What follows belongs to an exercise in optimizing a design on an open flow for small area; a production flow would make more cautious choices.
Only simulation tests tie the RTL to the original design; equivalence was not proved.
No activity file was given, so power comes from the tool's default toggle rates. The flow treats the clock pin as an ideal source, which a real chip does not have.

$ cat flow/config.mk
export PLATFORM = sky130hd
export DESIGN_NAME = proc_top
export DESIGN_NICKNAME = proc_top
export VERILOG_FILES = /design/flow/design.v
export SDC_FILE = /design/flow/constraint.sdc
export NUM_CORES = 4
export LEC_CHECK = 0
export CAP_MARGIN = 20
export CORE_MARGIN = 2
export CORE_UTILIZATION = 70
export PLACE_DENSITY = 0.8
export SLEW_MARGIN = 20
$ cat flow/constraint.sdc
create_clock -name core_clock -period 10.0 [get_ports {clk}]
set_input_delay 2.0000 -clock core_clock [delete_from_list [all_inputs] [get_ports {clk}]]
set_output_delay 2.0000 -clock core_clock [all_outputs]
set_load 0.01 [all_outputs]
$ cat flow/design.v
`timescale 1ns/1ps
module proc_top (
  input  logic        clk,
  input  logic        reset,
  output logic [31:0] imem_addr_o,
  input  logic [31:0] imem_data_i,
  input  logic [31:0] mngr2proc_data_i,
  input  logic        mngr2proc_val_i,
  output logic        mngr2proc_rdy_o,
  output logic [31:0] proc2mngr_data_o,
  output logic        proc2mngr_val_o,
  input  logic        proc2mngr_rdy_i
);
  logic [4:0]  ph;
  logic        st_init;    
  logic        st_br;      
  logic        st_w;       
  logic        run_q;      
  logic        cw_q;       
  logic [31:0] x;
  logic [4:0]  s1;
  logic [31:0] pc;
  logic        c_q;        
  logic        cp_q;       
  logic        ne_q;       
  logic        out_v;
  wire ph0  = (ph == 5'd0);
  wire ph31 = (ph == 5'd31);
  wire exec = !st_init && !st_br && !st_w;
  wire is_alu  = !x[6];
  wire is_r    = !x[6] &&  x[5];
  wire is_i    = !x[6] && !x[5];
  wire is_b    =  x[6] && !x[4] && !x[2];
  wire is_j    =  x[6] &&  x[2];
  wire is_csr  =  x[6] &&  x[4] && !x[2];
  wire is_csrr =  is_csr &&  x[13];
  wire is_csrw =  is_csr && !x[13];
  wire is_sub  =  is_r && x[30];
  wire [4:0] rd  = x[11:7];
  wire [4:0] rs2 = x[24:20];
  logic immb;
  logic [31:0] itab;
  always_comb begin
    itab[0] = is_i && x[20];
    for (int t = 1; t <= 4; t++)   itab[t] = is_b ? x[7 + t] : x[20 + t];
    for (int t = 5; t <= 10; t++)  itab[t] = x[20 + t];
    itab[11] = is_i ? x[31] : (is_b ? x[7] : x[20]);
    for (int t = 12; t <= 14; t++) itab[t] = is_j ? x[t] : x[31];
    for (int t = 15; t <= 19; t++) itab[t] = is_j ? s1[t - 15] : x[31];
    for (int t = 20; t <= 31; t++) itab[t] = x[31];
  end
  assign immb = itab[ph];
  wire cw  = ph0 ? (exec && is_csrw) : cw_q;
  wire dec = exec && !cw;
  wire run = ph0 ? !(is_csrr && !mngr2proc_val_i) : run_q;
  logic [31:0] rf0;
  logic        res;
  logic        wen;
  assign rf0[0] = 1'b0;
  genvar gi;
  generate
    for (gi = 1; gi < 32; gi = gi + 1) begin : g_rf
      logic [31:0] r;
      always_ff @(posedge clk) begin
        r <= {(wen && rd == gi) ? res : r[0], r[31:1]};
      end
      assign rf0[gi] = r[0];
    end
  endgenerate
  wire a    = rf0[s1];
  wire b2   = rf0[rs2];
  wire inb  = mngr2proc_data_i[ph];
  wire pcb  = pc[0];
  wire four = (ph == 5'd2);
  wire opa  = is_j ? pcb : a;
  wire opb  = is_r ? b2 : (is_i ? immb : four);
  wire opbx = opb ^ is_sub;
  wire cin  = ph0 ? is_sub : c_q;
  wire sum  = opa ^ opbx ^ cin;
  wire cout = (opa & opbx) | (cin & (opa ^ opbx));
  always_comb begin
    if (is_csr)               res = inb;
    else if (is_alu && x[14]) res = x[13] ? (x[12] ? (opa & opb) : (opa | opb)) : (opa ^ opb);
    else                      res = sum;
  end
  assign wen = dec && run && (is_alu || is_j || is_csrr);
  wire pupd  = (dec && run && !is_b) || st_br || cw;
  wire pop   = ((dec && is_j) || (st_br && ne_q)) ? immb : four;
  wire cpin  = !ph0 && cp_q;
  wire pc_in = st_init ? (ph == 5'd9) : (pupd ? (pcb ^ pop ^ cpin) : pcb);
  wire cpout = (pcb & pop) | (cpin & (pcb ^ pop));
  assign imem_addr_o = {pc_in, pc[31:1]};
  wire ld = ph31 && (st_init || st_br || (dec && run && !is_b) ||
                     (st_w && (!out_v || proc2mngr_rdy_i)));
  localparam logic [31:0] XLD = 32'hFFF0_7FF4;
  wire [31:0] x_sh = {a, x[31:1]};
  wire [31:0] x_ld = (imem_data_i & XLD) | (x_sh & ~XLD);
  always_ff @(posedge clk) begin
    pc   <= {pc_in, pc[31:1]};
    c_q  <= cout;
    cp_q <= cpout;
    if (!st_br) ne_q <= (!ph0 && ne_q) | (a ^ b2);
    run_q <= run;
    cw_q  <= cw;
    if (ld) begin
      x  <= x_ld;
      s1 <= imem_data_i[19:15];
    end else if (cw) begin
      x  <= x_sh;
    end
  end
  always_ff @(posedge clk) begin
    if (reset) begin
      ph      <= 5'd0;
      st_init <= 1'b1;
      st_br   <= 1'b0;
      st_w    <= 1'b0;
    end else begin
      ph <= ph + 5'd1;
      if (ph31) begin
        st_init <= 1'b0;
        st_br   <= dec && is_b;
        st_w    <= cw || (st_w && !ld);
      end
    end
  end
  always_ff @(posedge clk) begin
    if (reset) out_v <= 1'b0;
    else       out_v <= (cw && ph31) || (out_v && !proc2mngr_rdy_i);
  end
  assign proc2mngr_data_o = x;
  assign proc2mngr_val_o  = out_v;
  assign mngr2proc_rdy_o  = dec && is_csrr && run_q && ph31;
endmodule
$ cat flow/flow/run.sh
#!/bin/bash
# The standard layout (standard.sh, unchanged synthesis), with two settings passed to ORFS:
# the port buffers are sky130_fd_sc_hd__buf_1 cells, and the clock tree uses clkbuf_16 leaf
# buffers on clusters of at most 32 flip-flops, without dummy loads.
set -euo pipefail
export BUFFER_PORTS_ARGS="-buffer_cell sky130_fd_sc_hd__buf_1"
export CTS_ARGS="-sink_clustering_enable -repair_clock_nets -sink_clustering_size 22 -sink_clustering_max_diameter 80 -buf_list sky130_fd_sc_hd__buf_12 -dont_use_dummy_load"
bash standard.sh > make_finish.log 2>&1
$ cat flow/standard.sh
#!/bin/bash
# synth_recipe.tcl (not shown) runs the flow's synth.tcl, then flattens the netlist and writes it again
# the make line also repeats each setting of config.mk as NAME=value (left out here)
make -C /OpenROAD-flow-scripts/flow DESIGN_CONFIG=/design/flow/config.mk WORK_HOME=/design/flow/orfs CLKGATE_MAP_FILE= SYNTH_SCRIPT=/design/flow/synth_recipe.tcl "${@:-finish}"
==> summary.txt, run 1 <==
I/O Pins: 134
most area-consuming cells after synthesis: dfxtp_1 (84%), edfxtp_1 (4.6%), mux4_2 (2.4%), mux2_2 (1.1%), a31oi_1 (0.86%)
DRC: 0
CTS H-tree lvls: 2
Mapped Cells: 1445
worst path cell trace: inv_1 > ha_1 > or4b_4 > or3_4 > nand3_1 > nor2_1 > a21oi_1 > mux2i_1 > fa_1 > mux2i_1 > mux2_2 > buf_1
Net Count, Synth: 1521
synthesized cell area: 24810 sq um
fin cells: 2050
latest clock arrival within the worst-skew pair: 0.57 ns
syn avg cell area: 17.17 sq um
DP Wirelength: 24550 um
area of the core: 34710 sq um
Top FF cell, synth: dfxtp_1
Hold Path Class: flop to flop
CP max stage cell: dfxtp_1
register area share after synthesis: 88.29%
Most common cell on crit path: mux2i_1
PortBufs: 130
final worst path period need: 6.800 ns
pin count of the biggest net entering global routing: 33
drt initial violations: 663
fin crit share: 68.00%
Synth cell types: 58
initial antenna violation count: 3
Setup Total Neg Slack: 0 ns
max_cap viols: 0
Final Max Slew Viols: 0
WL/cell: 20.44 um
die area: 36960 sq um
most common cell in the synthesized netlist: dfxtp_1
ANT nets after route: 0
Post-CTS Hold Buffers: 0
vias in the first global route: 10960
initial cell density of the core: 71.46%
static leakage power: 10.23 nW
required time of the critical path: 8.00 ns
#FFs+latches synth: 1075
number of enable flip-flop cells after synthesis: 38
Die Y: 192.2 um
crit end category: primary output
Clock Tree Root: buf_12
Layout Area Growth over Synthesis: 7.889%
DR pass1 iterations: 5
Die Wd: 192.2 um
Max stage delay on crit path: 0.55 ns
status: complete, no violations
Final Hold Vio Count: 0
clock slew at reported path FFs: 0.08 ns
Clock Path Buffers: 3
area leader, netlist: dfxtp_1
Vias/cell: 5.144
Worst Path Arrival: 4.80 ns
Pwr per Cell Area: 241.2 nW/um^2
Worst setup SP type: flop
Crit Path Class: flop to primary output
Post-synth ARST share: 0%
top-area cell type share of the netlist area: 83.69%
CTS tree: built
drt total wl: 41900 um
setup slack, reg-to-reg: 5.14 ns
# nets final: 1672
CTS Sinks: 1075
relative slew slack: 31.26%
final setup vio count: 0
peak supply drop: 0.2150 mV
gr ovfl total: 0
PostCTS Resize Cnt: 0
layout cells sized above 1: 7.716%
Yosys Warn Count: 1
f_max: 147.1 MHz
Rows: 68
commonest cells in the netlist: dfxtp_1 (1037), a21oi_1 (40), edfxtp_1 (38)
worst-path maximum fanout: 16
Placed Cells: 1994
RSZ-0062 raised after global routing: false
Worst Max-Slew Pin Slew: 1.031 ns
via count: 10550
gpl congestion: 0.8910
GRT Total Usage: 23.15%
Post-CTS Setup Bufs: 0
Worst Skew: 0.08119 ns
clock buffers created by TritonCTS: 55
first-pass GRT wire length: 62820 um
## power by group
group	internal (mW)	switching (mW)
logic	0.0230	0.0232
clock network	0.853	1.24
registers	4.31	0.00476
## stage by stage
step	worst slack, ns	hold slack, ns	power [mW]	instance area, sq um	util [%]
detailed placement	3.990	0.3121	4.451	25660	73.92
CTS	3.212	0.2933	6.506	26760	77.09
finish	3.200	0.2918	6.455	26760	77.09
global route	2.908	0.2976	6.631	26760	77.09
floorplan	4.555	0.3096	4.436	24810	-
global placement	4.084	0.3100	4.450	25660	73.92
## critical path: cells and delay by family, from the launching register on
family	cells	cell delay [ns]
AND/OR/NAND/NOR	4	1.54
multiplexers	3	0.83
adder cells (fa/ha/maj)	2	0.69
flip-flops	1	0.55
buffers and inverters	2	0.47
AO/OA/AOI/OAI	1	0.19
## cell families after synthesis
group                    synth area share [%]
multiplexers                            4.323
buffers and inverters                   1.155
XOR/XNOR                               0.1059
flip-flops                              88.29
AO/OA/AOI/OAI                           2.527
AND/OR/NAND/NOR                         3.132
adder cells (fa/ha/maj)                0.4641
## routing by layer
layer,GRT usage (%),wire length [um],vias to the layer above
met5,0,28,-
met4,7.399,903,4
met3,4.477,2003,68
met2,39.61,21260,263
met1,29.95,17700,5145
li1,-,-,5066
## placed cells by master, fill, tap and decap left out, types with 5 or more instances in the layout
cell type,count
dfxtp_1,1037
nor3_1,36
a31oi_1,34
inv_1,14
buf_12,55
mux2i_1,16
nand2b_1,9
nand3_1,5
nor2_1,15
nor4_1,8
mux2_2,25
buf_1,130
o21ai_0,5
nand2_1,14
ha_1,6
mux4_2,26
nor2b_1,6
edfxtp_1,38
or4_1,5
a21oi_1,40
## state kept, by name, indices dropped and copies added (netlist names)
name     cells
c_q          1
run_q        1
cp_q         1
cw_q         1
ne_q         1
g_rf.r     992
x           32
s1           5
ph           5
st_w         1
st_init      1
out_v        1
st_br        1
pc          32
## worst paths after layout
check	depth (start not counted)	endpoint	startpoint
max	12	imem_addr_o[31]	ph[1]
min reg2reg	0	g_rf[21].r[23]	g_rf[21].r[24]
max reg2reg	12	g_rf[14].r[31]	x[20]
min	0	g_rf[21].r[23]	g_rf[21].r[24]
## layout make-up
cell class	count	area, sq um
fill	1858	7951
inverter	14	52.55
tap	455	569.3
sequential	1075	21900
clock buffer	55	1101
antenna	1	2.502
timing repair buffer	134	518.0
multi-input combinational	316	2618
==> inputs of run 2 (changes only) <==
==> flow/flow/run.sh (replaced) <==
#!/bin/bash
# The standard layout (standard.sh, unchanged synthesis), with two settings passed to ORFS:
# the port buffers are sky130_fd_sc_hd__buf_1 cells, and the clock tree uses clkbuf_16 leaf
# buffers on clusters of at most 32 flip-flops, without dummy loads.
set -euo pipefail
export BUFFER_PORTS_ARGS="-buffer_cell sky130_fd_sc_hd__buf_1"
export CTS_ARGS="-sink_clustering_enable -repair_clock_nets -sink_clustering_size 30 -sink_clustering_max_diameter 80 -buf_list sky130_fd_sc_hd__buf_12 -dont_use_dummy_load"
bash standard.sh > make_finish.log 2>&1
==> summary.txt, run 2 <==
gr ovfl total: 0 (unchanged)
#FFs+latches synth: 1075 (unchanged)
Hold Path Class: flop to flop
Worst Max-Slew Pin Slew: 1.031 ns (-0.0002628 ns)
Yosys Warn Count: 1 (unchanged)
pre-CTS setup slack: 3.990 ns (unchanged)
max_cap viols: 0 (unchanged)
via count: 10410 (-1.3%)
Die Y: 192.2 um (unchanged)
DR pass1 iterations: 5 (unchanged)
PostCTS Resize Cnt: 0 (unchanged)
f_max: 150.6 MHz (+2.4%)
first-pass GRT wire length: 60600 um (-3.5%)
Post-synth ARST share: 0% (unchanged)
clock buffers created by TritonCTS: 42 (-24%)
Mapped Cells: 1445 (unchanged)
DRC: 0 (unchanged)
PnR worst setup slack: 3.361 ns (+0.1611 ns)
CTS H-tree lvls: 2 (unchanged)
most area-consuming cells after synthesis: dfxtp_1 (84%), edfxtp_1 (4.6%), mux4_2 (2.4%), mux2_2 (1.1%), a31oi_1 (0.86%)
RSZ-0062 raised after global routing: false
area leader, netlist: dfxtp_1
GRT Total Usage: 22.42% (-0.72 points)
drt total wl: 40700 um (-2.8%)
top flop regs: g_rf.r: 992 flops, pc: 32 flops, x: 32 flops
crit end category: primary output
relative slew slack: 31.28% (about the same)
worst-path maximum fanout: 16 (unchanged)
Largest Register: g_rf.r
Top FF cell, synth: dfxtp_1
Clock Path Buffers: 3 (unchanged)
die area: 36960 sq um (unchanged)
DP Wirelength: 24550 um (unchanged)
drt initial violations: 667 (+0.60%)
initial antenna violation count: 5 (+2)
Worst Skew: 0.1111 ns (+0.02995 ns)
Worst setup SP type: flop
Final Max Slew Viols: 0 (unchanged)
Setup Total Neg Slack: 0 ns (unchanged)
Placed Cells: 1994 (unchanged)
Post-CTS Setup Bufs: 0 (unchanged)
Worst Path Arrival: 4.64 ns (-0.16 ns)
PortBufs: 130 (unchanged)
leading cell type in the layout, fill and taps excluded: dfxtp_1
area of the core: 34710 sq um (unchanged)
Net Count, Synth: 1521 (unchanged)
Rows: 68 (unchanged)
CTS tree: built
Clock Tree Root: buf_12
syn avg cell area: 17.17 sq um (unchanged)
Layout Area Growth over Synthesis: 6.850%
ANT nets after route: 0 (unchanged)
required time of the critical path: 8.00 ns (about the same)
Final Hold Vio Count: 0 (unchanged)
commonest cells after routing, fill and taps aside: dfxtp_1 (1037), buf_1 (130), buf_12 (42)
Pwr per Cell Area: 233.4 nW/um^2 (-3.2%)
Crit Path Class: flop to primary output
fin crit share: 66.39% (-1.6 points)
clock slew at reported path FFs: 0.10 ns (+0.02 ns)
Synth cell types: 58 (unchanged)
CTS Sinks: 1075 (unchanged)
pin count of the biggest net entering global routing: 33 (unchanged)
# nets final: 1659 (-0.78%)
layout cells sized above 1: 6.958% (-0.76 points)
I/O Pins: 134 (unchanged)
initial cell density of the core: 71.46% (unchanged)
Vias/cell: 5.107 (-0.72%)
top-area cell type share of the netlist area: 83.69% (unchanged)
FILL cells: 1931 (+3.9%)
register area share after synthesis: 88.29% (unchanged)
status: complete, no violations
latest clock arrival within the worst-skew pair: 0.56 ns (about the same)
commonest cells in the netlist: dfxtp_1 (1037), a21oi_1 (40), edfxtp_1 (38)
synthesized cell area: 24810 sq um (unchanged)
static leakage power: 10.10 nW (-1.2%)
Largest register FFs: 992 (unchanged)
peak supply drop: 0.2311 mV (+7.5%)
Die Wd: 192.2 um (unchanged)
most common cell in the synthesized netlist: dfxtp_1
WL/cell: 19.97 um (-2.3%)
fin cells: 2038 (-0.59%)
Overall Power: 6.186 mW (-4.2%)
final worst path period need: 6.639 ns (-0.1611 ns)
number of enable flip-flop cells after synthesis: 38 (unchanged)
final setup vio count: 0 (unchanged)
Post-CTS Hold Buffers: 0 (unchanged)
gpl congestion: 0.8910 (unchanged)
vias in the first global route: 10520 (-3.9%)
[run 2: layer usage]
metal / wire length [um] / track usage (%) / share of wire [%]
met3: 1962 / 5.134 / 4.8
met4: 853 / 6.166 / 2.1
met1: 17180 / 28.69 / 42
met2: 20650 / 38.59 / 51
met5: 55 / 0 / 0.14
[run 2: final cells by class]
| type | instances | area, sq um | area share, % |
|---|---|---|---|
| Inverter | 14 | 52.55 | 0.1983 |
| Multi-Input combinational cell | 316 | 2618 | 9.876 |
| Timing Repair Buffer | 134 | 518.0 | 1.954 |
| Clock buffer | 42 | 840.8 | 3.172 |
| Sequential cell | 1075 | 21900 | 82.63 |
| Tap cell | 455 | 569.3 | 2.148 |
| Antenna cell | 2 | 5.005 | 0.01888 |
[run 2: per-stage QoR]
step	cell area (sq um)	util, %	hold slack (ns)
floorplan	24810	-	0.3096
global placement	25660	73.92	0.3100
detailed placement	25660	73.92	0.3121
CTS	26500	76.34	0.2860
global route	26500	76.34	0.2853
finish	26500	76.35	0.2927
[run 2: path summary, 6_finish.rpt]
check | start | endpoint | slack (ns) | cells past startpoint
worst max-delay path | ph[1] | imem_addr_o[31] | 3.36 | 12
worst min-delay path | g_rf[18].r[3] | g_rf[18].r[2] | 0.29 | 0
worst max register to register | x[20] | g_rf[15].r[31] | 5.10 | 11
worst min register to register | g_rf[18].r[3] | g_rf[18].r[2] | 0.29 | 0
[run 2: kinds of logic (layout without fill, tap and decap cells)]
logic type,Yosys count,in the layout,share of synthesized area [%]
AOI/OAI and AO/OA,102,102,2.527
other,0,2,0
adders and majority gates,8,8,0.4641
xor gates and xnor gates,3,3,0.1059
buffers and inverters,54,190,1.155
DFF,1075,1075,88.29
and+or+nand+nor,132,132,3.132
muxes,71,71,4.323
[run 2: power by group]
part	switching, mW	total, mW	internal, mW	leakage [nW]
Clock	1.18	1.83	0.659	0.395
Combinational	0.0230	0.0460	0.0230	1.02
Sequential	0.00453	4.31	4.30	8.69
Total	1.20	6.19	4.98	10.1
[run 2: critical path, cell delays in order (launching register included)]
cell and delay, ns:
dfxtp_1 0.54, inv_1 0.28, ha_1 0.21, or4b_4 0.55, or3_4 0.41, nand3_1 0.49, nor2_1 0.10, a21oi_1 0.19
mux2i_1 0.31, fa_1 0.46, mux2i_1 0.18, mux2_2 0.25, buf_1 0.17
==> inputs of run 3 (changes only) <==
==> flow/flow/run.sh (replaced) <==
#!/bin/bash
# The standard layout (standard.sh, unchanged synthesis), with two settings passed to ORFS:
# the port buffers are sky130_fd_sc_hd__buf_1 cells, and the clock tree uses clkbuf_16 leaf
# buffers on clusters of at most 32 flip-flops, without dummy loads.
set -euo pipefail
export BUFFER_PORTS_ARGS="-buffer_cell sky130_fd_sc_hd__buf_1"
export CTS_ARGS="-sink_clustering_enable -repair_clock_nets -sink_clustering_size 32 -sink_clustering_max_diameter 80 -buf_list sky130_fd_sc_hd__buf_12 -dont_use_dummy_load"
bash standard.sh > make_finish.log 2>&1
==> summary.txt, run 3 <==
Setup Total Neg Slack: 0 ns (unchanged)
vias in the first global route: 10510 (-0.13%)
gr ovfl total: 0 (unchanged)
crit end category: primary output
drt initial violations: 575 (-14%)
required time of the critical path: 8.00 ns (about the same)
Max stage delay on crit path: 0.55 ns (about the same)
clock buffers created by TritonCTS: 40 (-4.8%)
initial cell density of the core: 71.46% (unchanged)
CTS Sinks: 1075 (unchanged)
worst-path maximum fanout: 16 (unchanged)
register area share after synthesis: 88.29% (unchanged)
top flop regs: g_rf.r: 992 flops, pc: 32 flops, x: 32 flops
max_cap viols: 0 (unchanged)
Worst Setup EP: imem_addr_o[31]
f_max: 151.7 MHz (+0.71%)
DP Wirelength: 24550 um (unchanged)
area of the core: 34710 sq um (unchanged)
Crit Path Class: flop to primary output
internal power: 4.954 mW (-0.58%)
area leader, netlist: dfxtp_1
pre-CTS setup slack: 3.990 ns (unchanged)
commonest cells after routing, fill and taps aside: dfxtp_1 (1037), buf_1 (130), a21oi_1 (40), buf_12 (40), edfxtp_1 (38)
Hold Path Class: flop to flop
# nets final: 1657 (-0.12%)
Most common cell on crit path: mux2i_1
Worst setup SP type: flop
latest clock arrival within the worst-skew pair: 0.53 ns (-0.03 ns)
Post-CTS Setup Bufs: 0 (unchanged)
placed inst area: 25660 sq um (unchanged)
pin count of the biggest net entering global routing: 33 (unchanged)
Post-CTS Hold Buffers: 0 (unchanged)
die area: 36960 sq um (unchanged)
most common cell in the synthesized netlist: dfxtp_1
Clock Tree Root: buf_12
first-pass GRT wire length: 60390 um (-0.34%)
worst path cell trace: inv_1 > ha_1 > or4b_4 > or3_4 > nand3_1 > nor2_1 > a21oi_1 > mux2i_1 > fa_1 > mux2i_1 > mux2_2 > buf_1
Pwr per Cell Area: 232.2 nW/um^2 (-0.51%)
Final Max Slew Viols: 0 (unchanged)
WL/cell: 19.86 um (-0.54%)
CTS tree: built
Worst Skew: 0.1020 ns (-0.009142 ns)
ANT nets after route: 0 (unchanged)
Largest Register: g_rf.r
Overall Power: 6.145 mW (-0.66%)
via count: 10380 (-0.29%)
Die Y: 192.2 um (unchanged)
Clock Path Buffers: 3 (unchanged)
Final Hold Vio Count: 0 (unchanged)
drt total wl: 40440 um (-0.64%)
gpl congestion: 0.8910 (unchanged)
Worst Max-Slew Pin Slew: 1.035 ns (+0.004590 ns)
Min Hold Slack: 0.2796 ns (-0.01307 ns)
Comb pwr share: 0.8% (about the same)
clock slew at reported path FFs: 0.12 ns (+0.02 ns)
top-area cell type share of the netlist area: 83.69% (unchanged)
commonest cells in the netlist: dfxtp_1 (1037), a21oi_1 (40), edfxtp_1 (38)
Vias/cell: 5.098 (-0.19%)
relative slew slack: 30.97% (-0.31 points)
synthesized cell area: 24810 sq um (unchanged)
PostCTS Resize Cnt: 0 (unchanged)
status: complete, no violations
Die Wd: 192.2 um (unchanged)
Post-synth ARST share: 0% (unchanged)
Mapped Cells: 1445 (unchanged)
#FFs+latches synth: 1075 (unchanged)
initial antenna violation count: 4 (-1)
PortBufs: 130 (unchanged)
Synth cell types: 58 (unchanged)
number of enable flip-flop cells after synthesis: 38 (unchanged)
syn avg cell area: 17.17 sq um (unchanged)
DR pass1 iterations: 7 (+2)
PnR worst setup slack: 3.408 ns (+0.04652 ns)
final instance area: 26460 sq um (-0.15%)
CTS H-tree lvls: 2 (unchanged)
GRT Total Usage: 22.20% (-0.22 points)
Rows: 68 (unchanged)
layout cells sized above 1: 6.840% (-0.12 points)
Clock power frac: 29.2% (-0.5 points)
sequential share of power: 70.1% (+0.5 points)
static leakage power: 10.08 nW (-0.19%)
Top FF cell, synth: dfxtp_1
crit path launch: ph[1]
Yosys Warn Count: 1 (unchanged)
RSZ-0062 raised after global routing: false
Layout Area Growth over Synthesis: 6.688%
final worst path period need: 6.592 ns (-0.04652 ns)
fin crit share: 65.92% (-0.47 points)
peak supply drop: 0.2418 mV (+4.6%)
CP max stage cell: dfxtp_1
R2R depth: 12 (+1)
Net Count, Synth: 1521 (unchanged)
leading cell type in the layout, fill and taps excluded: dfxtp_1
I/O Pins: 134 (unchanged)
Largest register FFs: 992 (unchanged)
NetSw: 1.191 mW (-1.0%)
Worst Path Arrival: 4.59 ns (-0.05 ns)
final setup vio count: 0 (unchanged)
worst flop-to-flop path endpoint: g_rf[15].r[31]
Sw Ratio: 19.38% (-0.066 points)
setup slack, reg-to-reg: 5.08 ns (-0.02 ns)
most area-consuming cells after synthesis: dfxtp_1 (84%), edfxtp_1 (4.6%), mux4_2 (2.4%), mux2_2 (1.1%), a31oi_1 (0.86%)
DRC: 0 (unchanged)
Reg-to-Reg Start: x[20]
## run 3: cell counts after synthesis
Identical to the previous run, type by type.
## run 3: per-stage QoR
stage,util (%),cells
2_1_floorplan,-,1445
3_3_place_gp,73.92,1994
3_5_place_dp,73.92,1994
4_1_cts,76.22,2034
5_1_grt,76.22,2034
6_report,76.24,2036
## run 3: cell type report
type                       count  area [sq um]
multi-input combinational    316          2618
sequential                  1075         21900
clock buffer                  40         800.8
fill                        1933          8249
inverter                      14         52.55
timing repair buffer         134         518.0
tap                          455         569.3
antenna                        2         5.005
## run 3: worst min path at each step
stage | start | endpoint | slack (ns) | cells after the start
6_report | g_rf[20].r[31] | g_rf[20].r[30] | 0.28 | 0
5_1_grt | g_rf[20].r[31] | g_rf[20].r[30] | 0.29 | 0
4_1_cts | g_rf[20].r[31] | g_rf[20].r[30] | 0.28 | 0
2_1_floorplan | g_rf[10].r[1] | g_rf[10].r[0] | 0.31 | 0
3_5_place_dp | g_rf[17].r[25] | g_rf[17].r[24] | 0.31 | 0
3_3_place_gp | g_rf[23].r[2] | g_rf[23].r[1] | 0.31 | 0
## run 3: cells by family after synthesis
logic type | share of synthesized area, %
compound gates | 2.527
xor+xnor | 0.1059
fa+ha+maj | 0.4641
buf+inv | 1.155
flops | 88.29
mux | 4.323
simple gates | 3.132
## run 3: layer usage
metal  vias to the layer above  share of wire [%]  track usage (%)
li1                       5029                  -                -
met1                      5062                 43            28.94
met2                       220                 51            38.68
met3                        64                4.2            4.056
met4                         4                1.9            5.520
met5                         -              0.067                0
## run 3: power by group through the flow
stage / Clock [mW] / Sequential, mW / Combinational [mW]
2_1_floorplan: 0 / 4.40 / 0.0336
3_3_place_gp: 0 / 4.41 / 0.0446
3_5_place_dp: 0 / 4.41 / 0.0455
4_1_cts: 1.83 / 4.31 / 0.0461
5_1_grt: 1.95 / 4.31 / 0.0503
6_report: 1.79 / 4.31 / 0.0462
## run 3: critical path: cells and delay by family, from the launching register on
family	cells	cell delay, ns
adders and majority gates	2	0.67
muxes	3	0.72
and+or+nand+nor	4	1.54
buffers and inverters	2	0.45
DFF	1	0.55
AOI/OAI and AO/OA	1	0.19
==> inputs of run 4 (changes only) <==
==> flow/flow/run.sh (replaced) <==
#!/bin/bash
# The standard layout (standard.sh, unchanged synthesis), with two settings passed to ORFS:
# the port buffers are sky130_fd_sc_hd__buf_1 cells, and the clock tree uses clkbuf_16 leaf
# buffers on clusters of at most 32 flip-flops, without dummy loads.
set -euo pipefail
export BUFFER_PORTS_ARGS="-buffer_cell sky130_fd_sc_hd__buf_1"
export CTS_ARGS="-sink_clustering_enable -repair_clock_nets -sink_clustering_size 32 -sink_clustering_max_diameter 80 -buf_list sky130_fd_sc_hd__clkbuf_16 -dont_use_dummy_load"
bash standard.sh > make_finish.log 2>&1
==> summary.txt, run 4 <==
Yosys Warn Count: 1 (unchanged)
gpl congestion: 0.8910 (unchanged)
Vias/cell: 5.108 (+0.20%)
syn avg cell area: 17.17 sq um (unchanged)
Largest Register: g_rf.r
initial antenna violation count: 3 (-1)
vias in the first global route: 10620 (+1.1%)
relative slew slack: 30.49% (-0.48 points)
Largest register FFs: 992 (unchanged)
worst-path maximum fanout: 16 (unchanged)
DR pass1 iterations: 5 (-2)
commonest cells in the netlist: dfxtp_1 (1037), a21oi_1 (40), edfxtp_1 (38)
die area: 36960 sq um (unchanged)
DP Wirelength: 24550 um (unchanged)
fin cells: 2036 (unchanged)
Worst Path Arrival: 4.72 ns (+0.13 ns)
Die Wd: 192.2 um (unchanged)
Mapped Cells: 1445 (unchanged)
crit path buf inv count: 2 (unchanged)
initial cell density of the core: 71.46% (unchanged)
fin crit share: 67.19% (+1.3 points)
worst flop-to-flop path endpoint: g_rf[14].r[31]
Post-CTS Setup Bufs: 0 (unchanged)
Final Max Slew Viols: 0 (unchanged)
f_max: 148.8 MHz (-1.9%)
final worst path period need: 6.719 ns (+0.1265 ns)
leading cell type in the layout, fill and taps excluded: dfxtp_1
Synth cell types: 58 (unchanged)
Top FF cell, synth: dfxtp_1
hold-critical path endpoint: g_rf[20].r[30]
clock slew at reported path FFs: 0.11 ns (about the same)
CTS Sinks: 1075 (unchanged)
CTS H-tree lvls: 2 (unchanged)
area of the core: 34710 sq um (unchanged)
GRT Total Usage: 22.22% (about the same)
Rows: 68 (unchanged)
Final Hold Vio Count: 0 (unchanged)
Layout Area Growth over Synthesis: 7.495%
crit end category: primary output
register area share after synthesis: 88.29% (unchanged)
Net Count, Synth: 1521 (unchanged)
first-pass GRT wire length: 60570 um (+0.30%)
RSZ-0062 raised after global routing: false
Clock Tree Root: clkbuf_16
PortBufs: 130 (unchanged)
top flop regs: g_rf.r: 992 flops, pc: 32 flops, x: 32 flops
# nets final: 1657 (unchanged)
via count: 10400 (+0.20%)
synthesized cell area: 24810 sq um (unchanged)
FILL cells: 1890 (-2.2%)
max_cap viols: 0 (unchanged)
R2R depth: 12 (unchanged)
most common cell in the synthesized netlist: dfxtp_1
Hold Path Class: flop to flop
Die Y: 192.2 um (unchanged)
Clock Path Buffers: 3 (unchanged)
top-area cell type share of the netlist area: 83.69% (unchanged)
Setup Total Neg Slack: 0 ns (unchanged)
final setup vio count: 0 (unchanged)
#FFs+latches synth: 1075 (unchanged)
gr ovfl total: 0 (unchanged)
Worst Skew: 0.09208 ns (-0.009922 ns)
drt total wl: 40230 um (-0.52%)
crit path launch: ph[1]
Post-synth ARST share: 0% (unchanged)
worst path cell trace: inv_1 > ha_1 > or4b_4 > or3_4 > nand3_1 > nor2_1 > a21oi_1 > mux2i_1 > fa_1 > mux2i_1 > mux2_2 > buf_1
most area-consuming cells after synthesis: dfxtp_1 (84%), edfxtp_1 (4.6%), mux4_2 (2.4%), mux2_2 (1.1%), a31oi_1 (0.86%)
critical path's top delay family: simple AND/OR/NAND/NOR gates
Hold Crit Start: g_rf[20].r[31]
CP max stage cell: or4b_4
ANT nets after route: 0 (unchanged)
peak supply drop: 0.2527 mV (+4.5%)
Pwr per Cell Area: 233.3 nW/um^2 (+0.49%)
commonest cells after routing, fill and taps aside: dfxtp_1 (1037), buf_1 (130), a21oi_1 (40), clkbuf_16 (40), edfxtp_1 (38)
Most common cell on crit path: mux2i_1
required time of the critical path: 8.00 ns (about the same)
status: complete, no violations
Hold Path Stages: 0 (unchanged)
Max stage delay on crit path: 0.55 ns (about the same)
CTS tree: built
setup slack, reg-to-reg: 5.01 ns (-0.07 ns)
drt initial violations: 620 (+7.8%)
layout cells sized above 1: 6.840% (unchanged)
PostCTS Resize Cnt: 0 (unchanged)
static leakage power: 10.20 nW (+1.2%)
Worst Max-Slew Pin Slew: 1.043 ns (+0.007207 ns)
WL/cell: 19.76 um (-0.52%)
Worst setup SP type: flop
Post-CTS Hold Buffers: 0 (unchanged)
number of enable flip-flop cells after synthesis: 38 (unchanged)
Reg-to-Reg Start: x[20]
DRC: 0 (unchanged)
area leader, netlist: dfxtp_1
Placed Cells: 1994 (unchanged)
Crit Path Class: flop to primary output
pin count of the biggest net entering global routing: 33 (unchanged)
clock buffers created by TritonCTS: 40 (unchanged)
latest clock arrival within the worst-skew pair: 0.58 ns (+0.05 ns)
I/O Pins: 134 (unchanged)
run 4: power by group:
part	switching [mW]	internal, mW
Combinational	0.0231	0.0230
Clock	1.14	0.727
Sequential	0.00452	4.30
Total	1.17	5.05
run 4: final cells by class:
| cell class | count | area (sq um) | share of cell area (%) |
|---|---|---|---|
| diodes | 2 | 5.005 | 0.01877 |
| clock buffers | 40 | 1001 | 3.754 |
| inverters | 14 | 52.55 | 0.1971 |
| multi-input cells | 316 | 2618 | 9.817 |
| flip-flops and latches | 1075 | 21900 | 82.14 |
| well taps | 455 | 569.3 | 2.135 |
| repair buffers | 134 | 518.0 | 1.943 |
run 4: metal layers:
layer | wire (um) | track usage, % | vias up
li1 | - | - | 5028
met1 | 17430 | 29.30 | 5064
met2 | 20210 | 38.18 | 231
met3 | 1576 | 3.673 | 73
met4 | 983 | 6.459 | 4
met5 | 26 | 0 | -
run 4: per-stage QoR:
stage                     power, mW  util [%]  hold slack, ns  worst slack [ns]  instance area (sq um)
final                         6.222     76.81          0.2915             3.281                  26660
after global routing          6.401     76.80          0.2841             2.971                  26660
after CTS                     6.262     76.80          0.2820             3.295                  26660
after detailed placement      4.451     73.92          0.3121             3.990                  25660
after global placement        4.450     73.92          0.3100             4.084                  25660
after floorplan               4.436         -          0.3096             4.555                  24810
run 4: cell families after synthesis:
kind of cell	after synthesis	share of synthesized area, %
AOI/OAI and AO/OA	102	2.527
xor gates and xnor gates	3	0.1059
adders and majority gates	8	0.4641
buffers and inverters	54	1.155
DFF	1075	88.29
muxes	71	4.323
and+or+nand+nor	132	3.132
run 4: worst register-to-register path, delay by kind of cell (launching register included):
family / cells / cell delay (ns)
AO/OA/AOI/OAI: 4 / 1.58
adder cells (fa/ha/maj): 1 / 0.46
flip-flops: 1 / 0.85
multiplexers: 3 / 0.70
AND/OR/NAND/NOR: 4 / 1.27
run 4: worst max path at each step:
| stage | end | slack (ns) | cells after the start |
|---|---|---|---|
| final | imem_addr_o[31] | 3.28 | 12 |
| after CTS | imem_addr_o[31] | 3.29 | 12 |
| after floorplan | imem_addr_o[31] | 4.55 | 15 |
| after detailed placement | imem_addr_o[31] | 3.99 | 12 |
| after global placement | imem_addr_o[31] | 4.08 | 12 |
| after global routing | imem_addr_o[31] | 2.97 | 12 |
==> inputs of run 5 (changes only) <==
==> flow/flow/run.sh (replaced) <==
#!/bin/bash
# The standard layout (standard.sh's make command) with these changes:
#  - synthesis runs flow/synth_area.tcl: the standard synthesis script with an area-oriented
#    ABC mapping script (flow/abc_map.script); registers are mapped before ABC and unchanged;
#  - the port buffers are sky130_fd_sc_hd__buf_1 cells;
#  - the clock tree uses clkbuf_16 leaf buffers on clusters of at most 32 flip-flops, without
#    dummy loads.
# All tool logs go to orfs/logs/ (ORFS's own per-step logs) and make_finish.log.
set -euo pipefail
here=$(pwd)
export FLOW_ABC_SCRIPT="$here/flow/abc_map.script"
export BUFFER_PORTS_ARGS="-buffer_cell sky130_fd_sc_hd__buf_1"
export CTS_ARGS="-sink_clustering_enable -repair_clock_nets -sink_clustering_size 26 -sink_clustering_max_diameter 80 -buf_list sky130_fd_sc_hd__buf_12 -dont_use_dummy_load"
grep -q 'SYNTH_SCRIPT=[^ ]*synth_recipe.tcl' standard.sh
sed "s#SYNTH_SCRIPT=[^ ]*synth_recipe.tcl#SYNTH_SCRIPT=$here/flow/synth_area.tcl#" standard.sh > standard_area.sh
bash standard_area.sh > make_finish.log 2>&1
==> flow/flow/abc_map.script (new file) <==
strash
dch
amap
topo
==> flow/flow/synth_area.tcl (new file) <==
# synth_recipe.tcl (the standard synthesis) with one change: ABC maps the logic with an
# area-oriented script (flow/abc_map.script) instead of ORFS's speed script. Flip-flops are
# mapped before ABC runs, so the registers, their names and cells stay those of the standard
# synthesis.
proc synth {args} { yosys synth -nofsm -noshare {*}$args }
proc abc {args} {
  set i [lsearch -exact $args -script]
  if {$i >= 0} { set args [lreplace $args [expr {$i + 1}] [expr {$i + 1}] $::env(FLOW_ABC_SCRIPT)] }
  yosys abc {*}$args
}
source $::env(SCRIPTS_DIR)/synth.tcl
# left out here: clear keep_hierarchy, flatten, clean up, hide names made inside functions, write 1_2_yosys.v
==> summary.txt, run 5 <==
Clock Path Buffers: 3 (unchanged)
Comb pwr share: 0.9% (+0.2 points)
crit end category: primary output
register area share after synthesis: 90.84% (+2.5 points)
via count: 11120 (+6.9%)
CTS Sinks: 1075 (unchanged)
DP Wirelength: 24920 um (+1.5%)
Worst Max-Slew Pin Slew: 1.000 ns (-0.04255 ns)
Die Wd: 189.6 um (-1.4%)
fin crit share: 69.20% (+2.0 points)
number of enable flip-flop cells after synthesis: 38 (unchanged)
sequential share of power: 68.0% (-1.2 points)
# nets final: 1733 (+4.6%)
Post-Route Utilization: 77.62% (+0.80 points)
max_cap viols: 0 (unchanged)
Sw Ratio: 20.13% (+1.3 points)
required time of the critical path: 8.00 ns (about the same)
PostCTS Resize Cnt: 0 (unchanged)
Worst setup SP type: flop
leading cell type in the layout, fill and taps excluded: dfxtp_1
Layout Area Growth over Synthesis: 8.490%
Final Max Slew Viols: 0 (unchanged)
DR pass1 iterations: 6 (+1)
CTS H-tree lvls: 2 (unchanged)
clock slew at reported path FFs: 0.09 ns (-0.02 ns)
Post-synth ARST share: 0% (unchanged)
final setup vio count: 0 (unchanged)
internal power: 5.059 mW (+0.12%)
PortBufs: 130 (unchanged)
commonest cells after routing, fill and taps aside: dfxtp_1 (1037), buf_1 (130), nor2_1 (82)
WL/cell: 21.21 um (+7.3%)
vias in the first global route: 11500 (+8.2%)
Rows: 67 (-1.5%)
top flop regs: g_rf.r: 992 flops, pc: 32 flops, x: 32 flops
Worst Path Arrival: 4.92 ns (+0.20 ns)
Final Hold Vio Count: 0 (unchanged)
top-area cell type share of the netlist area: 86.11% (+2.4 points)
DRC: 0 (unchanged)
layout cells sized above 1: 3.263% (-3.6 points)
synthesized cell area: 24110 sq um (-2.8%)
area leader, netlist: dfxtp_1
Clock power frac: 31.1% (+1.1 points)
Pwr per Cell Area: 242.1 nW/um^2 (+3.8%)
Top FF cell, synth: dfxtp_1
status: complete, no violations
latest clock arrival within the worst-skew pair: 0.57 ns (about the same)
Largest register FFs: 992 (unchanged)
Largest Register: g_rf.r
Post-CTS Setup Bufs: 0 (unchanged)
syn avg cell area: 16.36 sq um (-4.7%)
Crit Path Class: flop to primary output
Post-CTS Hold Buffers: 0 (unchanged)
NetSw: 1.275 mW (+9.0%)
gpl congestion: 0.8718 (-2.2%)
first-pass GRT wire length: 67850 um (+12%)
f_max: 144.5 MHz (-2.9%)
die area: 35940 sq um (-2.7%)
most common cell in the synthesized netlist: dfxtp_1
CTS tree: built
peak supply drop: 0.2171 mV (-14%)
worst-path maximum fanout: 18 (+2)
area of the core: 33700 sq um (-2.9%)
Worst Skew: 0.06892 ns (-0.02316 ns)
Net Count, Synth: 1550 (+1.9%)
Hold Path Class: flop to flop
commonest cells in the netlist: dfxtp_1 (1037), nor2_1 (82), o21ai_0 (43)
GRT Total Usage: 25.40% (+3.2 points)
Clock Tree Root: buf_12
Setup Total Neg Slack: 0 ns (unchanged)
relative slew slack: 33.33% (+2.8 points)
drt initial violations: 1199 (+93%)
Vias/cell: 5.283 (+3.4%)
clock buffers created by TritonCTS: 47 (+18%)
initial antenna violation count: 1 (-2)
drt total wl: 44620 um (+11%)
most area-consuming cells after synthesis: dfxtp_1 (86%), edfxtp_1 (4.7%), nor2_1 (1.3%), a22oi_1 (1.0%), o21ai_0 (0.89%)
Die Y: 189.6 um (-1.4%)
pin count of the biggest net entering global routing: 48 (+45%)
Mapped Cells: 1474 (+2.0%)
Yosys Warn Count: 1 (unchanged)
final worst path period need: 6.920 ns (+0.2008 ns)
#FFs+latches synth: 1075 (unchanged)
static leakage power: 9.933 nW (-2.6%)
ANT nets after route: 0 (unchanged)
gr ovfl total: 0 (unchanged)
initial cell density of the core: 71.54% (+0.085 points)
RSZ-0062 raised after global routing: false
Synth cell types: 33 (-43%)
I/O Pins: 134 (unchanged)
[run 5: cell types whose count changed after synthesis, moves of 15 or more]
cell / delta
o22ai_1: +15
a31oi_1: -28
mux2_2: -25
clkinv_1: +41
mux2i_1: -16
a22oi_1: +33
mux4_2: -26
nor2_1: +67
nand2_1: +24
o221ai_1: +17
nor3_1: -28
o21ai_0: +38
clkbuf_1: -15
[run 5: power by group through the flow]
stage	Combinational [mW]	Sequential [mW]	Clock, mW
floorplan	0.0293	4.41	0
global placement	0.0548	4.41	0
detailed placement	0.0571	4.41	0
CTS	0.0582	4.31	2.01
global route	0.0630	4.31	2.13
finish	0.0575	4.31	1.97
[run 5: through the flow]
stage / std cells / cell area (sq um) / setup slack, ns / power, mW / hold WS (ns)
2_1_floorplan: 1474 / 24110 / 3.560 / 4.435 / 0.3096
4_1_cts: 2103 / 26150 / 3.020 / 6.372 / 0.2796
6_report: 2104 / 26160 / 3.080 / 6.333 / 0.2889
3_3_place_gp: 2056 / 25210 / 3.654 / 4.460 / 0.3102
5_1_grt: 2103 / 26150 / 2.610 / 6.498 / 0.2740
3_5_place_dp: 2056 / 25210 / 3.621 / 4.462 / 0.3121
[run 5: per-layer routing]
metal  GRT usage [%]  wire length [um]  vias to the layer above  share of wire [%]
met2           43.41             21840                      466                 49
met4           9.332              1526                        2                3.4
met1           33.05             18470                     5326                 41
li1                -                 -                     5212                  -
met3           4.243              2765                      110                6.2
met5               0                 7                        -              0.016
[run 5: area by class of cell]
cell class                 instances  area, sq um
sequential                      1075        21900
fill                            1714         7543
multi-input combinational        357         2072
clock buffer                      47        940.9
tap                              448        560.5
timing repair buffer             135        525.5
inverter                          41        153.9
antenna                            1        2.502
[run 5: kinds of logic (layout without fill, tap and decap cells)]
logic type	after synthesis	after routing	share of synthesized area, %
flops	1075	1075	90.84
compound gates	190	190	5.195
simple gates	159	159	2.818
buf+inv	42	223	0.6695
fa+ha+maj	8	8	0.4774
other cells	0	1	0
[run 5: final timing paths]
path / startpoint / to / slack [ns] / depth (start not counted)
setup / recovery: ph[1] / imem_addr_o[31] / 3.08 / 14
setup reg to reg: ph[1] / x[1] / 4.40 / 13
hold reg to reg: g_rf[3].r[4] / g_rf[3].r[3] / 0.29 / 0
hold / removal: g_rf[3].r[4] / g_rf[3].r[3] / 0.29 / 0
[run 5: critical path: stages, from the launching register on]
cell      delay, ns
dfxtp_1        0.78
clkinv_1       0.62
ha_1           0.39
nand4_1        0.22
clkinv_1       0.17
a32oi_1        0.46
nand3_1        0.25
o22ai_1        0.27
nor2_1         0.06
a21oi_1        0.17
fa_1           0.44
a21oi_1        0.12
o21ai_0        0.08
o21ai_0        0.17
buf_1          0.20
==> inputs of run 6 (changes only) <==
--- a/flow/config.mk
+++ b/flow/config.mk
@@ -7,6 +7,6 @@
 export LEC_CHECK = 0
 export CAP_MARGIN = 20
 export CORE_MARGIN = 2
-export CORE_UTILIZATION = 70
-export PLACE_DENSITY = 0.8
+export CORE_UTILIZATION = 60
+export PLACE_DENSITY = 0.7
 export SLEW_MARGIN = 20
==> summary.txt, run 6 <==
Layout Area Growth over Synthesis: 8.963%
Sw Ratio: 19.28% (-0.84 points)
ANT nets after route: 0 (unchanged)
f_max: 146.3 MHz (+1.2%)
RSZ-0062 raised after global routing: false
met2 Usage GRT: 25.48% (-18 points)
Post-CTS Hold Buffers: 0 (unchanged)
commonest cells after routing, fill and taps aside: dfxtp_1 (1037), buf_1 (130), nor2_1 (82)
placed inst area: 25310 sq um (+0.38%)
leading cell type in the layout, fill and taps excluded: dfxtp_1
Vias/cell: 4.829 (-8.6%)
Worst setup SP type: flop
drt initial violations: 674 (-44%)
top flop regs: g_rf.r: 992 flops, pc: 32 flops, x: 32 flops
relative slew slack: 46.89% (+14 points)
die area: 41800 sq um (+16%)
CTS H-tree lvls: 2 (unchanged)
Pwr per Cell Area: 239.3 nW/um^2 (-1.2%)
Min Hold Slack: 0.2884 ns (-0.0005150 ns)
final setup vio count: 0 (unchanged)
PostCTS Resize Cnt: 0 (unchanged)
Worst Skew: 0.07375 ns (+0.004829 ns)
sequential share of power: 68.5% (+0.5 points)
Crit Path Class: flop to primary output
met3 global-route usage: 3.508% (-0.74 points)
clock buffers created by TritonCTS: 48 (+2.1%)
gr ovfl total: 0 (unchanged)
Largest Register: g_rf.r
Post-CTS Setup Bufs: 0 (unchanged)
layout cells sized above 1: 3.380% (+0.12 points)
crit end category: primary output
Die Wd: 204.5 um (+7.8%)
gpl congestion: 0.8632 (-0.99%)
max_cap viols: 0 (unchanged)
fin crit share: 68.36% (-0.84 points)
peak supply drop: 0.1907 mV (-12%)
NetSw: 1.212 mW (-4.9%)
Final Max Slew Viols: 0 (unchanged)
commonest cells in the netlist: dfxtp_1 (1037), nor2_1 (82), o21ai_0 (43)
Top Usage Layer GRT: met2
Top FF cell, synth: dfxtp_1
internal power: 5.075 mW (+0.31%)
pin count of the biggest net entering global routing: 48 (unchanged)
Overall Power: 6.287 mW (-0.73%)
Post-synth ARST share: 0% (unchanged)
DRC: 0 (unchanged)
required time of the critical path: 8.00 ns (about the same)
final instance area: 26270 sq um (+0.44%)
final worst path period need: 6.836 ns (-0.08358 ns)
Mapped Cells: 1474 (unchanged)
top-area cell type share of the netlist area: 86.11% (unchanged)
drt total wl: 35000 um (-22%)
vias in the first global route: 10030 (-13%)
most area-consuming cells after synthesis: dfxtp_1 (86%), edfxtp_1 (4.7%), nor2_1 (1.3%), a22oi_1 (1.0%), o21ai_0 (0.89%)
Antenna diodes: 0 (-1)
PortBufs: 130 (unchanged)
latest clock arrival within the worst-skew pair: 0.54 ns (-0.03 ns)
Yosys Warn Count: 1 (unchanged)
first-pass GRT wire length: 54250 um (-20%)
Clock Path Buffers: 3 (unchanged)
initial cell density of the core: 60.68% (-11 points)
synthesized cell area: 24110 sq um (unchanged)
static leakage power: 9.947 nW (+0.14%)
Final Hold Vio Count: 0 (unchanged)
Rows: 73 (+9.0%)
syn avg cell area: 16.36 sq um (unchanged)
worst-path maximum fanout: 18 (unchanged)
number of enable flip-flop cells after synthesis: 38 (unchanged)
Post-Route Utilization: 66.12% (-11 points)
WL/cell: 16.04 um (-24%)
Clock power frac: 30.6% (-0.5 points)
most common cell in the synthesized netlist: dfxtp_1
DR pass1 iterations: 5 (-1)
Worst Max-Slew Pin Slew: 0.7918 ns (-0.2083 ns)
DP Wirelength: 21980 um (-12%)
CTS Sinks: 1075 (unchanged)
Hold Path Class: flop to flop
Comb pwr share: 0.9% (about the same)
Die Y: 204.5 um (+7.8%)
Clock Tree Root: buf_12
via count: 10540 (-5.2%)
initial antenna violation count: 0 (-1)
area leader, netlist: dfxtp_1
Worst Path Arrival: 4.84 ns (-0.08 ns)
# nets final: 1735 (+0.12%)
Net Count, Synth: 1550 (unchanged)
Synth cell types: 33 (unchanged)
CTS tree: built
I/O Pins: 134 (unchanged)
status: complete, no violations
register area share after synthesis: 90.84% (unchanged)
clock slew at reported path FFs: 0.09 ns (about the same)
Setup Total Neg Slack: 0 ns (unchanged)
GRT met1 Usage: 24.76% (-8.3 points)
#FFs+latches synth: 1075 (unchanged)
Largest register FFs: 992 (unchanged)
GRT Total Usage: 16.92% (-8.5 points)
area of the core: 39730 sq um (+18%)
## run 6: final timing paths
check                           slack [ns]            from  cells past startpoint         endpoint
worst max-delay path                  3.16           ph[1]                     14  imem_addr_o[31]
worst max register to register        4.84           ph[1]                     13             x[6]
worst min register to register        0.29  g_rf[27].r[21]                      0   g_rf[27].r[20]
worst min-delay path                  0.29  g_rf[27].r[21]                      0   g_rf[27].r[20]
## run 6: through the flow
step           cells  setup slack (ns)
5_1_grt         2182             2.624
4_1_cts         2182             3.125
6_report        2182             3.164
2_1_floorplan   1474             3.560
3_3_place_gp    2134             3.720
3_5_place_dp    2134             3.688
## run 6: power groups by stage
| stage | logic, mW | clock network [mW] | registers (mW) |
|---|---|---|---|
| 2_1_floorplan | 0.0293 | 0 | 4.41 |
| 3_3_place_gp | 0.0548 | 0 | 4.40 |
| 5_1_grt | 0.0620 | 2.13 | 4.31 |
| 6_report | 0.0556 | 1.92 | 4.31 |
| 4_1_cts | 0.0559 | 1.99 | 4.31 |
| 3_5_place_dp | 0.0557 | 0 | 4.41 |
## run 6: worst max-delay path: stages, from the launching register on
cell      delay [ns]
dfxtp_1         0.77
clkinv_1        0.58
ha_1            0.36
nand4_1         0.22
clkinv_1        0.17
a32oi_1         0.48
nand3_1         0.25
o22ai_1         0.26
nor2_1          0.06
a21oi_1         0.17
fa_1            0.45
a21oi_1         0.12
o21ai_0         0.08
o21ai_0         0.19
buf_1           0.20
## run 6: kinds of logic after synthesis
group,count (synthesis),synth area share (%)
flops,1075,90.84
simple gates,159,2.818
compound gates,190,5.195
buf+inv,42,0.6695
fa+ha+maj,8,0.4774
## run 6: final cells by class
cell class / instances / area (sq um)
Sequential cell: 1075 / 21900
Inverter: 41 / 153.9
Fill cell: 2773 / 13460
Multi-Input combinational cell: 357 / 2064
Clock buffer: 48 / 960.9
Tap cell: 525 / 656.9
Timing Repair Buffer: 136 / 533.0
## run 6: routing by layer
layer / vias up / part of all wire, %
met5: - / 0
met4: 0 / 2.8
met3: 76 / 5.7
met2: 330 / 43
met1: 4915 / 49
li1: 5215 / -
==> inputs of run 7 (changes only) <==
--- a/flow/flow/run.sh
+++ b/flow/flow/run.sh
@@ -10,7 +10,7 @@
 here=$(pwd)
 export FLOW_ABC_SCRIPT="$here/flow/abc_map.script"
 export BUFFER_PORTS_ARGS="-buffer_cell sky130_fd_sc_hd__buf_1"
-export CTS_ARGS="-sink_clustering_enable -repair_clock_nets -sink_clustering_size 26 -sink_clustering_max_diameter 80 -buf_list sky130_fd_sc_hd__buf_12 -dont_use_dummy_load"
+export CTS_ARGS="-sink_clustering_enable -repair_clock_nets -sink_clustering_size 34 -sink_clustering_max_diameter 80 -buf_list sky130_fd_sc_hd__buf_12 -dont_use_dummy_load"
 grep -q 'SYNTH_SCRIPT=[^ ]*synth_recipe.tcl' standard.sh
 sed "s#SYNTH_SCRIPT=[^ ]*synth_recipe.tcl#SYNTH_SCRIPT=$here/flow/synth_area.tcl#" standard.sh > standard_area.sh
 bash standard_area.sh > make_finish.log 2>&1
==> summary.txt, run 7 <==
Die Y: 204.5 um (unchanged)
RSZ-0062 raised after global routing: false
Crit Path Class: flop to primary output
status: complete, no violations
Antenna diodes: 0 (unchanged)
Post-synth ARST share: 0% (unchanged)
drt initial violations: 665 (-1.3%)
Reg-to-Reg Start: ph[1]
PostCTS Resize Cnt: 0 (unchanged)
top-area cell type share of the netlist area: 86.11% (unchanged)
Hold Path Class: flop to flop
initial antenna violation count: 0 (unchanged)
first-pass GRT wire length: 53230 um (-1.9%)
Final Max Slew Viols: 0 (unchanged)
relative slew slack: 46.17% (-0.72 points)
clock buffers created by TritonCTS: 38 (-21%)
syn avg cell area: 16.36 sq um (unchanged)
Post-CTS Setup Bufs: 0 (unchanged)
pin count of the biggest net entering global routing: 48 (unchanged)
area of the core: 39730 sq um (unchanged)
Vias/cell: 4.800 (-0.59%)
ANT nets after route: 0 (unchanged)
Clock Tree Root: buf_12
hold-critical path endpoint: g_rf[10].r[21]
Pwr per Cell Area: 234.0 nW/um^2 (-2.2%)
max_cap viols: 0 (unchanged)
Rows: 73 (unchanged)
latest clock arrival within the worst-skew pair: 0.53 ns (about the same)
worst-path maximum fanout: 18 (unchanged)
crit end category: primary output
GRT Total Usage: 16.60% (-0.32 points)
PortBufs: 130 (unchanged)
static leakage power: 9.853 nW (-0.94%)
Yosys Warn Count: 1 (unchanged)
DRC: 0 (unchanged)
pre-CTS setup slack: 3.688 ns (unchanged)
most common cell in the synthesized netlist: dfxtp_1
drt total wl: 34840 um (-0.45%)
Post-Route Utilization: 65.61% (-0.50 points)
most area-consuming cells after synthesis: dfxtp_1 (86%), edfxtp_1 (4.7%), nor2_1 (1.3%), a22oi_1 (1.0%), o21ai_0 (0.89%)
DP Wirelength: 21980 um (unchanged)
#FFs+latches synth: 1075 (unchanged)
setup slack, reg-to-reg: 4.75 ns (-0.09 ns)
Net Count, Synth: 1550 (unchanged)
Hold Crit Start: g_rf[10].r[22]
required time of the critical path: 8.00 ns (about the same)
Worst Skew: 0.06912 ns (-0.004629 ns)
Mapped Cells: 1474 (unchanged)
Final Hold Vio Count: 0 (unchanged)
gpl congestion: 0.8632 (unchanged)
Setup Total Neg Slack: 0 ns (unchanged)
initial cell density of the core: 60.68% (unchanged)
commonest cells in the netlist: dfxtp_1 (1037), nor2_1 (82), o21ai_0 (43)
fin crit share: 69.25% (+0.89 points)
Post-CTS Hold Buffers: 0 (unchanged)
synthesized cell area: 24110 sq um (unchanged)
Clock Path Buffers: 3 (unchanged)
Top FF cell, synth: dfxtp_1
leading cell type in the layout, fill and taps excluded: dfxtp_1
final worst path period need: 6.925 ns (+0.08932 ns)
CTS H-tree lvls: 2 (unchanged)
Layout Area Growth over Synthesis: 8.132%
number of enable flip-flop cells after synthesis: 38 (unchanged)
worst flop-to-flop path endpoint: x[6]
Hold Path Stages: 0 (unchanged)
commonest cells after routing, fill and taps aside: dfxtp_1 (1037), buf_1 (130), nor2_1 (82)
DR pass1 iterations: 5 (unchanged)
f_max: 144.4 MHz (-1.3%)
Synth cell types: 33 (unchanged)
CTS tree: built
WL/cell: 16.04 um (about the same)
vias in the first global route: 9855 (-1.7%)
layout cells sized above 1: 2.793% (-0.59 points)
PnR worst setup slack: 3.075 ns (-0.08932 ns)
Largest Register: g_rf.r
Largest register FFs: 992 (unchanged)
area leader, netlist: dfxtp_1
# nets final: 1725 (-0.58%)
crit path launch: ph[1]
via count: 10430 (-1.0%)
top flop regs: g_rf.r: 992 flops, pc: 32 flops, x: 32 flops
final setup vio count: 0 (unchanged)
R2R depth: 13 (unchanged)
clock slew at reported path FFs: 0.12 ns (+0.03 ns)
CTS Sinks: 1075 (unchanged)
peak supply drop: 0.1692 mV (-11%)
Worst Path Arrival: 4.93 ns (+0.09 ns)
I/O Pins: 134 (unchanged)
gr ovfl total: 0 (unchanged)
register area share after synthesis: 90.84% (unchanged)
Die Wd: 204.5 um (unchanged)
die area: 41800 sq um (unchanged)
Worst setup SP type: flop
Worst Max-Slew Pin Slew: 0.8024 ns (+0.01069 ns)
==> run 7: where the power goes <==
part	internal (mW)	leakage [nW]	total, mW	switching (mW)
Combinational	0.0218	0.805	0.0560	0.0341
Clock	0.599	0.357	1.74	1.14
Sequential	4.30	8.69	4.31	0.00377
==> run 7: worst max-delay path, cell delays in order, from the launching register on <==
cell      delay, ns
dfxtp_1        0.77
clkinv_1       0.59
ha_1           0.37
nand4_1        0.22
clkinv_1       0.17
a32oi_1        0.51
nand3_1        0.26
o22ai_1        0.26
nor2_1         0.06
a21oi_1        0.17
fa_1           0.45
a21oi_1        0.12
o21ai_0        0.09
o21ai_0        0.18
buf_1          0.20
==> run 7: layout make-up <==
class | instances | area (sq um)
fillers | 2792 | 13660
clock buffers | 38 | 760.7
multi-input cells | 357 | 2064
well taps | 525 | 656.9
flip-flops and latches | 1075 | 21900
inverters | 41 | 153.9
repair buffers | 136 | 533.0
==> run 7: how the worst max path moves through the flow <==
stage / end / slack [ns]
2_1_floorplan: x[0] / 3.56
3_3_place_gp: imem_addr_o[31] / 3.72
3_5_place_dp: imem_addr_o[31] / 3.69
4_1_cts: imem_addr_o[31] / 3.10
5_1_grt: imem_addr_o[31] / 2.57
6_report: imem_addr_o[31] / 3.07
==> run 7: stage by stage <==
step,instances,hold WS (ns),instance area (sq um),power (mW)
global placement,2134,0.3103,25310,4.460
finish,2172,0.3052,26070,6.101
CTS,2172,0.3126,26070,6.157
global route,2172,0.3100,26070,6.299
floorplan,1474,0.3096,24110,4.435
detailed placement,2134,0.3121,25310,4.461
==> run 7: kinds of logic after synthesis <==
logic type / count (synthesis) / share of synthesized area, %
AO/OA/AOI/OAI: 190 / 5.195
flip-flops: 1075 / 90.84
AND/OR/NAND/NOR: 159 / 2.818
buffers and inverters: 42 / 0.6695
adder cells (fa/ha/maj): 8 / 0.4774
==> run 7: per-layer routing <==
| metal | global-route usage [%] | routed length [um] | vias to the layer above |
|---|---|---|---|
| met5 | 0 | 0 | - |
| met4 | 5.254 | 925 | 0 |
| met3 | 3.141 | 1895 | 70 |
| met2 | 25.16 | 14870 | 269 |
| met1 | 24.37 | 17150 | 4892 |
| li1 | - | - | 5195 |
==> inputs of run 8 (changes only) <==
--- a/flow/flow/run.sh
+++ b/flow/flow/run.sh
@@ -3,7 +3,7 @@
 #  - synthesis runs flow/synth_area.tcl: the standard synthesis script with an area-oriented
 #    ABC mapping script (flow/abc_map.script); registers are mapped before ABC and unchanged;
 #  - the port buffers are sky130_fd_sc_hd__buf_1 cells;
-#  - the clock tree uses clkbuf_16 leaf buffers on clusters of at most 32 flip-flops, without
+#  - the clock tree uses buf_12 leaf buffers on clusters of at most 34 flip-flops, without
 #    dummy loads.
 # All tool logs go to orfs/logs/ (ORFS's own per-step logs) and make_finish.log.
 set -euo pipefail
==> summary.txt, run 8 <==
Clock Tree Root: buf_12
Hold Path Class: flop to flop
gr ovfl total: 0 (unchanged)
DRC: 0 (unchanged)
Layout Area Growth over Synthesis: 8.132% (unchanged)
Top FF cell, synth: dfxtp_1
CTS H-tree lvls: 2 (unchanged)
clock buffers created by TritonCTS: 38 (unchanged)
fin crit share: 69.25% (unchanged)
R2R depth: 13 (unchanged)
RSZ-0062 raised after global routing: false
#FFs+latches synth: 1075 (unchanged)
Post-CTS Setup Bufs: 0 (unchanged)
peak supply drop: 0.1692 mV (unchanged)
gpl congestion: 0.8632 (unchanged)
CP max stage cell: dfxtp_1
critical path depth: 14 (unchanged)
Clock Path Buffers: 3 (unchanged)
f_max: 144.4 MHz (unchanged)
I/O Pins: 134 (unchanged)
Antenna diodes: 0 (unchanged)
worst-path maximum fanout: 18 (unchanged)
final setup vio count: 0 (unchanged)
synthesized cell area: 24110 sq um (unchanged)
Vias/cell: 4.800 (unchanged)
Net Count, Synth: 1550 (unchanged)
Rows: 73 (unchanged)
DP Wirelength: 21980 um (unchanged)
PostCTS Resize Cnt: 0 (unchanged)
CTS Sinks: 1075 (unchanged)
status: complete, no violations
top flop regs: g_rf.r: 992 flops, pc: 32 flops, x: 32 flops
initial antenna violation count: 0 (unchanged)
crit end category: primary output
Final Max Slew Viols: 0 (unchanged)
Synth cell types: 33 (unchanged)
via count: 10430 (unchanged)
first-pass GRT wire length: 53230 um (unchanged)
max_cap viols: 0 (unchanged)
# nets final: 1725 (unchanged)
most common cell in the synthesized netlist: dfxtp_1
CTS tree: built
Pwr per Cell Area: 234.0 nW/um^2 (unchanged)
Placed Cells: 2134 (unchanged)
Post-CTS Hold Buffers: 0 (unchanged)
worst path cell trace: clkinv_1 > ha_1 > nand4_1 > clkinv_1 > a32oi_1 > nand3_1 > o22ai_1 > nor2_1 > a21oi_1 > fa_1 > a21oi_1 > o21ai_0 > o21ai_0 > buf_1
most area-consuming cells after synthesis: dfxtp_1 (86%), edfxtp_1 (4.7%), nor2_1 (1.3%), a22oi_1 (1.0%), o21ai_0 (0.89%)
required time of the critical path: 8.00 ns (about the same)
Die Wd: 204.5 um (unchanged)
Crit Path Class: flop to primary output
register area share after synthesis: 90.84% (unchanged)
pin count of the biggest net entering global routing: 48 (unchanged)
number of enable flip-flop cells after synthesis: 38 (unchanged)
GRT Total Usage: 16.60% (unchanged)
Worst setup SP type: flop
commonest cells after routing, fill and taps aside: dfxtp_1 (1037), buf_1 (130), nor2_1 (82)
Final Hold Vio Count: 0 (unchanged)
Hold Path Stages: 0 (unchanged)
Max stage delay on crit path: 0.77 ns (about the same)
latest clock arrival within the worst-skew pair: 0.53 ns (about the same)
relative slew slack: 46.17% (unchanged)
syn avg cell area: 16.36 sq um (unchanged)
clock slew at reported path FFs: 0.12 ns (about the same)
drt initial violations: 665 (unchanged)
Die Y: 204.5 um (unchanged)
final worst path period need: 6.925 ns (unchanged)
Largest register FFs: 992 (unchanged)
die area: 41800 sq um (unchanged)
drt total wl: 34840 um (unchanged)
static leakage power: 9.853 nW (unchanged)
area of the core: 39730 sq um (unchanged)
PortBufs: 130 (unchanged)
initial cell density of the core: 60.68% (unchanged)
Post-Route Utilization: 65.61% (unchanged)
area leader, netlist: dfxtp_1
WL/cell: 16.04 um (unchanged)
crit path buf inv count: 3 (unchanged)
DR pass1 iterations: 5 (unchanged)
Mapped Cells: 1474 (unchanged)
layout cells sized above 1: 2.793% (unchanged)
fin cells: 2172 (unchanged)
top-area cell type share of the netlist area: 86.11% (unchanged)
Worst Path Arrival: 4.93 ns (about the same)
Largest Register: g_rf.r
Yosys Warn Count: 1 (unchanged)
commonest cells in the netlist: dfxtp_1 (1037), nor2_1 (82), o21ai_0 (43)
vias in the first global route: 9855 (unchanged)
Setup Total Neg Slack: 0 ns (unchanged)
Worst Max-Slew Pin Slew: 0.8024 ns (unchanged)
Worst Skew: 0.06912 ns (unchanged)
leading cell type in the layout, fill and taps excluded: dfxtp_1
critical path's top delay family: compound AO/OA/AOI/OAI gates
Post-synth ARST share: 0% (unchanged)
ANT nets after route: 0 (unchanged)
## run 8: path summary, 6_finish.rpt
path / from / to / slack (ns)
max: ph[1] / imem_addr_o[31] / 3.07
min: g_rf[10].r[22] / g_rf[10].r[21] / 0.31
max reg2reg: ph[1] / x[6] / 4.75
min reg2reg: g_rf[10].r[22] / g_rf[10].r[21] / 0.31
## run 8: final cells by class
class,instances,area (sq um)
fill,2792,13660
timing repair buffer,136,533.0
inverter,41,153.9
multi-input combinational,357,2064
sequential,1075,21900
tap,525,656.9
clock buffer,38,760.7
## run 8: metrics by stage
step	hold WS [ns]	setup WS (ns)	cell area, sq um	power, mW
global route	0.3100	2.572	26070	6.299
detailed placement	0.3121	3.688	25310	4.461
finish	0.3052	3.075	26070	6.101
CTS	0.3126	3.101	26070	6.157
global placement	0.3103	3.720	25310	4.460
floorplan	0.3096	3.560	24110	4.435
## run 8: cell families after synthesis
logic type,count (synthesis),synth area share [%]
buffers and inverters,42,0.6695
adder cells (fa/ha/maj),8,0.4774
AND/OR/NAND/NOR,159,2.818
AO/OA/AOI/OAI,190,5.195
flip-flops,1075,90.84
## run 8: metal layers
metal | wire [um] | vias to the layer above | global-route usage [%] | part of all wire (%)
li1 | - | 5195 | - | -
met1 | 17150 | 4892 | 24.37 | 49
met2 | 14870 | 269 | 25.16 | 43
met3 | 1895 | 70 | 3.141 | 5.4
met4 | 925 | 0 | 5.254 | 2.7
met5 | 0 | - | 0 | 0
## run 8: power breakdown
part	total (mW)	switching (mW)	internal (mW)
registers	4.31	0.00377	4.30
clock network	1.74	1.14	0.599
logic	0.0560	0.0341	0.0218
total	6.10	1.18	4.92

-- what the ideal ports hide --
The results above use ideal ports. As a check the final layouts listed here were re-extracted and re-timed, cells and wires unchanged.
Step 1 sets driving cells, clkbuf_16 on the clock port and buf_2 on the other inputs (assumed; they add their load-dependent delay and slew).
Step 2 adds t to the input delays and takes it off the output delays; t is the mean of the earliest and latest rising clock arrival at the registers after step 1. Input paths then give back, and output paths get back, about the clock's delay inside the block.
a / b / c = ideal / step 1 / step 2; a / b = the first two.
run | t, ns | setup WS [ns] | worst setup path at the end
run 1 | 0.591 | 3.200 / 3.143 / 3.734 | register to output
run 2 | 0.555 | 3.361 / 3.305 / 3.861 | register to output
run 3 | 0.538 | 3.408 / 3.348 / 3.886 | register to output
run 4 | 0.594 | 3.281 / 3.224 / 3.818 | register to output
run 5 | 0.592 | 3.080 / 3.026 / 3.617 | register to output
run 6 | 0.560 | 3.164 / 3.113 / 3.673 | register to output
run 7 | 0.544 | 3.075 / 3.023 / 3.568 | register to output
run 8 | 0.544 | 3.075 / 3.023 / 3.568 | register to output
After both steps setup and hold are still met in every run listed.
